Source: an optimization exercise on an open RTL-to-GDS flow (aim: a short achievable clock period and few clock cycles). Production flows keep margins and buffers that such runs may drop. RTL that was checked went through simulation tests only; none was proved equivalent to the original. The clock port is modelled as an ideal driver; clocking choices that lean on that would not hold on a real chip. Power figures rest on the tool's default switching activity, not on a simulated workload.

==> module pcSelect, before the edit <==
module pcSelect
(
    input  logic        redirect,    
    input  logic [31:0] alt,
    input  logic        hold,        
    input  logic        redirectD,   
    input  logic [31:0] altD,
    input  logic [31:0] pc,
    input  logic [31:0] pc4,
    input  logic        isJ,
    input  logic        predT,       
    input  logic [25:0] jIndex,
    input  logic [15:0] brLo,        
    input  logic        brCarry,
    input  logic        brSign,
    input  logic [13:0] pcHiInc,     
    input  logic [13:0] pcHiDec,
    output logic [31:0] pcNext
);
    logic        selJ;
    logic        selB;
    logic [31:0] other;              
    logic [13:0] hiC1;               
    logic [13:0] hiC0;               
    logic [13:0] brHi;
    logic [31:0] other2;             
    assign selJ = isJ && !hold && !redirect;
    assign selB = predT && !hold && !redirect && !redirectD;
    assign other2 = redirect ? alt
                  : hold     ? pc
                  : selJ     ? {pc4[31:28], jIndex, 2'b00}
                  : pc4;
    muxBank #(.W(32)) dMux (
        .sel (redirectD),
        .a   (altD),
        .b   (other2),
        .y   (other)
    );
    assign hiC1 = brSign ? pc[31:18] : pcHiInc;
    assign hiC0 = brSign ? pcHiDec : pc[31:18];
    muxBank #(.W(14)) carryMux (
        .sel (brCarry),
        .a   (hiC1),
        .b   (hiC0),
        .y   (brHi)
    );
    muxBank #(.W(30)) brMux (
        .sel (selB),
        .a   ({brHi, brLo}),
        .b   (other[31:2]),
        .y   (pcNext[31:2])
    );
    assign pcNext[1:0] = other[1:0];
endmodule
export LEC_CHECK = 0
export ABC_CLOCK_PERIOD_IN_PS = 2500
export CAP_MARGIN = 60
export CORE_MARGIN = 2
export CORE_UTILIZATION = 50
export SETUP_SLACK_MARGIN = 5
export SLEW_MARGIN = 60
export SYNTH_HIERARCHICAL = 1
export SYNTH_MINIMUM_KEEP_SIZE = 0
create_clock -name core_clock -period 10.0 [get_ports {clk}]
standard.sh (not shown) runs the stock make flow with config.mk's settings and CLKGATE_MAP_FILE= SYNTH_SCRIPT=/design/flow/synth_recipe.tcl, a recipe that flattens the netlist after the stock synthesis.
==> flow/flow/run.sh <==
#!/bin/bash
set -euo pipefail
F=$PWD/flow
K=(MATCH_CELL_FOOTPRINT=0 "BUFFER_PORTS_ARGS=-buffer_cell sky130_fd_sc_hd__buf_4" FASTROUTE_TCL=$F/fastroute.tcl)
bash standard.sh SETUP_SLACK_MARGIN=5 POST_CTS_TCL=$F/ramp_cts.tcl "${K[@]}" cts > standard_cts.log 2>&1
bash standard.sh SETUP_SLACK_MARGIN=6.5 "${K[@]}" finish > standard_finish.log 2>&1
==> flow/flow/fastroute.tcl <==
set_global_routing_layer_adjustment met1 0.6
set_global_routing_layer_adjustment met2 0.3
set_global_routing_layer_adjustment met3-$::env(MAX_ROUTING_LAYER) 0.2

set_routing_layers -clock $::env(MIN_CLK_ROUTING_LAYER)-$::env(MAX_ROUTING_LAYER)
set_routing_layers -signal $::env(MIN_ROUTING_LAYER)-$::env(MAX_ROUTING_LAYER)
==> flow/flow/ramp_cts.tcl <==
# Timing repair in steps: each step repairs every endpoint below its margin,
# so a path that cannot be improved further stops only the last steps.
set_propagated_clock [all_clocks]
estimate_parasitics -placement
foreach m {5.8 6.0 6.2 6.3 6.4 6.5 6.6 6.7 6.8} {
  repair_timing -setup -setup_margin $m -repair_tns 100 -max_passes 50
  puts "ramp_cts margin $m: worst slack [worst_slack -max]"
}
detailed_placement
check_placement -verbose
estimate_parasitics -placement
puts "ramp_cts done: worst slack [worst_slack -max]"
The starting point passed the timing, DRC and antenna checks.
Testbench counts at the start, summed over its fixed seeds: cycles 29,634.
==> next run, changes <==
--- a/flow/design.v
+++ b/flow/design.v
@@ -154,10 +154,20 @@
     input  logic [W-1:0] b,
     output logic [W-1:0] y
 );
     assign y = sel ? a : b;
 endmodule
+module selGate
+(
+    input  logic a,
+    input  logic b,
+    input  logic c,
+    input  logic d,
+    output logic y
+);
+    assign y = a && !b && !c && !d;
+endmodule
 module pcSelect
 (
     input  logic        redirect,    
     input  logic [31:0] alt,
     input  logic        hold,        
@@ -174,18 +184,20 @@
     input  logic [13:0] pcHiInc,     
     input  logic [13:0] pcHiDec,
     output logic [31:0] pcNext
 );
     logic        selJ;
-    logic        selB;
+    logic [3:0]  selB;               
     logic [31:0] other;              
     logic [13:0] hiC1;               
     logic [13:0] hiC0;               
     logic [13:0] brHi;
     logic [31:0] other2;             
     assign selJ = isJ && !hold && !redirect;
-    assign selB = predT && !hold && !redirect && !redirectD;
+    for (genvar k = 0; k < 4; k++) begin : selCopy
+        selGate g (.a(predT), .b(hold), .c(redirect), .d(redirectD), .y(selB[k]));
+    end
     assign other2 = redirect ? alt
                   : hold     ? pc
                   : selJ     ? {pc4[31:28], jIndex, 2'b00}
                   : pc4;
     muxBank #(.W(32)) dMux (
@@ -200,16 +212,14 @@
         .sel (brCarry),
         .a   (hiC1),
         .b   (hiC0),
         .y   (brHi)
     );
-    muxBank #(.W(30)) brMux (
-        .sel (selB),
-        .a   ({brHi, brLo}),
-        .b   (other[31:2]),
-        .y   (pcNext[31:2])
-    );
+    muxBank #(.W(8)) brMux0 (.sel(selB[0]), .a(brLo[7:0]),  .b(other[9:2]),   .y(pcNext[9:2]));
+    muxBank #(.W(8)) brMux1 (.sel(selB[1]), .a(brLo[15:8]), .b(other[17:10]), .y(pcNext[17:10]));
+    muxBank #(.W(7)) brMux2 (.sel(selB[2]), .a(brHi[6:0]),  .b(other[24:18]), .y(pcNext[24:18]));
+    muxBank #(.W(7)) brMux3 (.sel(selB[3]), .a(brHi[13:7]), .b(other[31:25]), .y(pcNext[31:25]));
     assign pcNext[1:0] = other[1:0];
 endmodule
 `default_nettype wire
 `timescale 1ns/100ps
 `default_nettype none
Clock-buffer cell count rose by 16.
Via count went up by 1.2%.
Global-route usage grows by 0.51 points.
Setup slack degrades by 0.061 ns.
Power increases by 1.7%.
Fmax fell by 1.7%.
Die area stays flat.
First-iteration DRC count stays flat.
Critical path depth is unchanged.
Wire length is higher by 1.6%.
Synthesized area barely changes.
Cell area went up by 1.1%.
Synthesized cell count stays flat.
Hold slack degrades by 0.0046 ns.
For the second run of this note, only the layout was checked, not whether the RTL still works.

* * *

mipsCore, a different RTL version from the one above (not shown whole).
Size: roughly 6300 cells after synthesis, ~160 I/O pins, about 0.076 mm^2 of cells after synthesis.
Design mipsCore, start of the top module:
module mipsCore
(
    input  logic        clk,
    input  logic        rst,
    output logic [31:0] pcF,
    input  logic [31:0] instr,
    output logic        memWrite,
    output logic [31:0] dataAddr,
    output logic [31:0] writeData,
    input  logic [31:0] readData
);
clock: 10.0 ns
lec_check: 0
abc_clock_period_in_ps: 2500
cap_margin: 60
core_margin: 2
core_utilization: 50
setup_slack_margin: 5
slew_margin: 60
synth_hierarchical: 1
synth_minimum_keep_size: 0
Scripts as last shown in full above: flow/flow/run.sh, flow/flow/fastroute.tcl, flow/flow/ramp_cts.tcl
The starting point completed without violations.
Next try:
--- a/flow/design.v
+++ b/flow/design.v
@@ -151,26 +151,16 @@
 ) (
     input  logic         sel,
     input  logic [W-1:0] a,          
     input  logic [W-1:0] b,
     output logic [W-1:0] y
 );
     assign y = sel ? a : b;
 endmodule
-module selGate
-(
-    input  logic a,
-    input  logic b,
-    input  logic c,
-    input  logic d,
-    output logic y
-);
-    assign y = a && !b && !c && !d;
-endmodule
 module pcSelect
 (
     input  logic        redirect,    
     input  logic [31:0] alt,
     input  logic        hold,        
     input  logic        redirectD,   
     input  logic [31:0] altD,
     input  logic [31:0] pc,
@@ -181,81 +171,80 @@
     input  logic [15:0] brLo,        
     input  logic        brCarry,
     input  logic        brSign,
     input  logic [13:0] pcHiInc,     
     input  logic [13:0] pcHiDec,
     output logic [31:0] pcNext
 );
     logic        selJ;
-    logic [3:0]  selB;               
+    logic        selB;
     logic [31:0] other;              
     logic [13:0] hiC1;               
     logic [13:0] hiC0;               
     logic [13:0] brHi;
     logic [31:0] other2;             
     assign selJ = isJ && !hold && !redirect;
-    for (genvar k = 0; k < 4; k++) begin : selCopy
-        selGate g (.a(predT), .b(hold), .c(redirect), .d(redirectD), .y(selB[k]));
-    end
+    assign selB = predT && !hold && !redirect && !redirectD;
     assign other2 = redirect ? alt
                   : hold     ? pc
                   : selJ     ? {pc4[31:28], jIndex, 2'b00}
                   : pc4;
+    logic        selD;
+    assign selD = redirectD && !redirect;
     muxBank #(.W(32)) dMux (
-        .sel (redirectD),
+        .sel (selD),
         .a   (altD),
         .b   (other2),
         .y   (other)
     );
     assign hiC1 = brSign ? pc[31:18] : pcHiInc;
     assign hiC0 = brSign ? pcHiDec : pc[31:18];
     muxBank #(.W(14)) carryMux (
         .sel (brCarry),
         .a   (hiC1),
         .b   (hiC0),
         .y   (brHi)
     );
-    muxBank #(.W(8)) brMux0 (.sel(selB[0]), .a(brLo[7:0]),  .b(other[9:2]),   .y(pcNext[9:2]));
-    muxBank #(.W(8)) brMux1 (.sel(selB[1]), .a(brLo[15:8]), .b(other[17:10]), .y(pcNext[17:10]));
-    muxBank #(.W(7)) brMux2 (.sel(selB[2]), .a(brHi[6:0]),  .b(other[24:18]), .y(pcNext[24:18]));
-    muxBank #(.W(7)) brMux3 (.sel(selB[3]), .a(brHi[13:7]), .b(other[31:25]), .y(pcNext[31:25]));
+    muxBank #(.W(30)) brMux (
+        .sel (selB),
+        .a   ({brHi, brLo}),
+        .b   (other[31:2]),
+        .y   (pcNext[31:2])
+    );
     assign pcNext[1:0] = other[1:0];
 endmodule
 `default_nettype wire
 `timescale 1ns/100ps
 `default_nettype none
 module addKS #(
     parameter int W = 32
 ) (
     input  logic [W-1:0] a,
     input  logic [W-1:0] b,
     input  logic         cin,
     output logic [W-1:0] s,
     output logic         cout
 );
-    logic [W-1:0] p;                 
-    logic [W-1:0] t;                 
+    logic [W-1:0] p;
     logic [W-1:0] g;
     logic [W-1:0] c;                 
-    pgGen    #(.W(W)) pg  (.a(a), .b(b), .p(p), .t(t), .g(g));
-    prefixKS #(.W(W)) pre (.p(t), .g(g), .cin(cin), .c(c), .cout(cout));
+    pgGen    #(.W(W)) pg  (.a(a), .b(b), .p(p), .g(g));
+    prefixKS #(.W(W)) pre (.p(p), .g(g), .cin(cin), .c(c), .cout(cout));
     xorBank  #(.W(W)) sum (.a(p), .b(c), .y(s));
 endmodule
 module pgGen #(
     parameter int W = 32
 ) (
     input  logic [W-1:0] a,
     input  logic [W-1:0] b,
     output logic [W-1:0] p,
-    output logic [W-1:0] t,
     output logic [W-1:0] g
 );
     assign p = a ^ b;
-    assign t = a | b;
     assign g = a & b;
 endmodule
 module xorBank #(
     parameter int W = 32
 ) (
     input  logic [W-1:0] a,
     input  logic [W-1:0] b,
     output logic [W-1:0] y
@@ -528,17 +517,17 @@
     assign bD   = (weM && destM == rtD) ? resultM : rd2D;
     assign stallD = vD && loadDepD;
     logic        zeroChkD;
     logic        sumZeroD;
     logic        redirectD;
     assign zeroChkD  = isBeqD && opAddE && !cinE && !memToRegE && !fwdAE && !fwdBE
                     && ((depAD && rtD == 5'd0) || (depBD && rsD == 5'd0));
     sumZero zeroChk (.a(aE), .b(opBE), .cin(cinE), .zero(sumZeroD));
-    assign redirectD = vD && zeroChkD && !stallD && !redirectE && (sumZeroD != predTD);
+    assign redirectD = vD && zeroChkD && !stallD && (sumZeroD != predTD);
     assign predTD = isBeqD && (instrD[15] || rsD == rtD);
     addKS #(.W(30)) brAdd (
         .a    (pc4D[31:2]),
         .b    ({{14{instrD[15]}}, instrD[15:0]}),
         .cin  (1'b0),
         .s    (brTargetD[31:2]),
         .cout ()
     );
What happened: The new run completed with no timing, DRC or antenna violations; first-iteration DRC count came out lower by 5.0%; worst setup slack improves by 0.057 ns; power came out higher by 0.40%; clock skew came out higher by 0.0039 ns; combinational power came out higher by 5.1%; final area came out lower by 3.1%; sequential cell count stays the same; synthesized area came out lower by 4.3%; die area came out lower by about 4.3%.
Function was not checked in any run of this note: the RTL went through the layout flow alone.

==> what the ideal ports hide <==
In the flow no input, the clock included, has a driving cell. The finished layouts below were timed again as built, in two steps.
Step 1 assumes that a clkbuf_16 drives the clock port and a buf_2 every other input.
Step 2 also shifts input and output timing later by t, the mid clock arrival at the registers, as if the neighbouring blocks saw the same clock.
Slacks: no drivers / after step 1 / after step 2; pairs: no drivers / after step 1.
run	t, ns	setup WS [ns]	hold WS [ns]	worst register clock-pin slew, ns
the first run of note 1	0.857	6.559 / 6.499 / 5.741	0.328 / 0.328 / 0.328	0.07 / 0.07
the second run of note 1	0.885	6.499 / 6.475 / 5.669	0.323 / 0.323 / 0.323	0.06 / 0.06
the first run of note 2	0.855	6.505 / 6.505 / 5.708	0.322 / 0.322 / 0.322	0.06 / 0.06
the second run of note 2	0.877	6.562 / 6.529 / 5.743	0.327 / 0.327 / 0.327	0.06 / 0.06
After both steps every run listed still meets setup and hold. The setup slack of the second run of note 1, which loses most, moves by -0.024 ns with the drivers and by -0.830 ns with both steps.
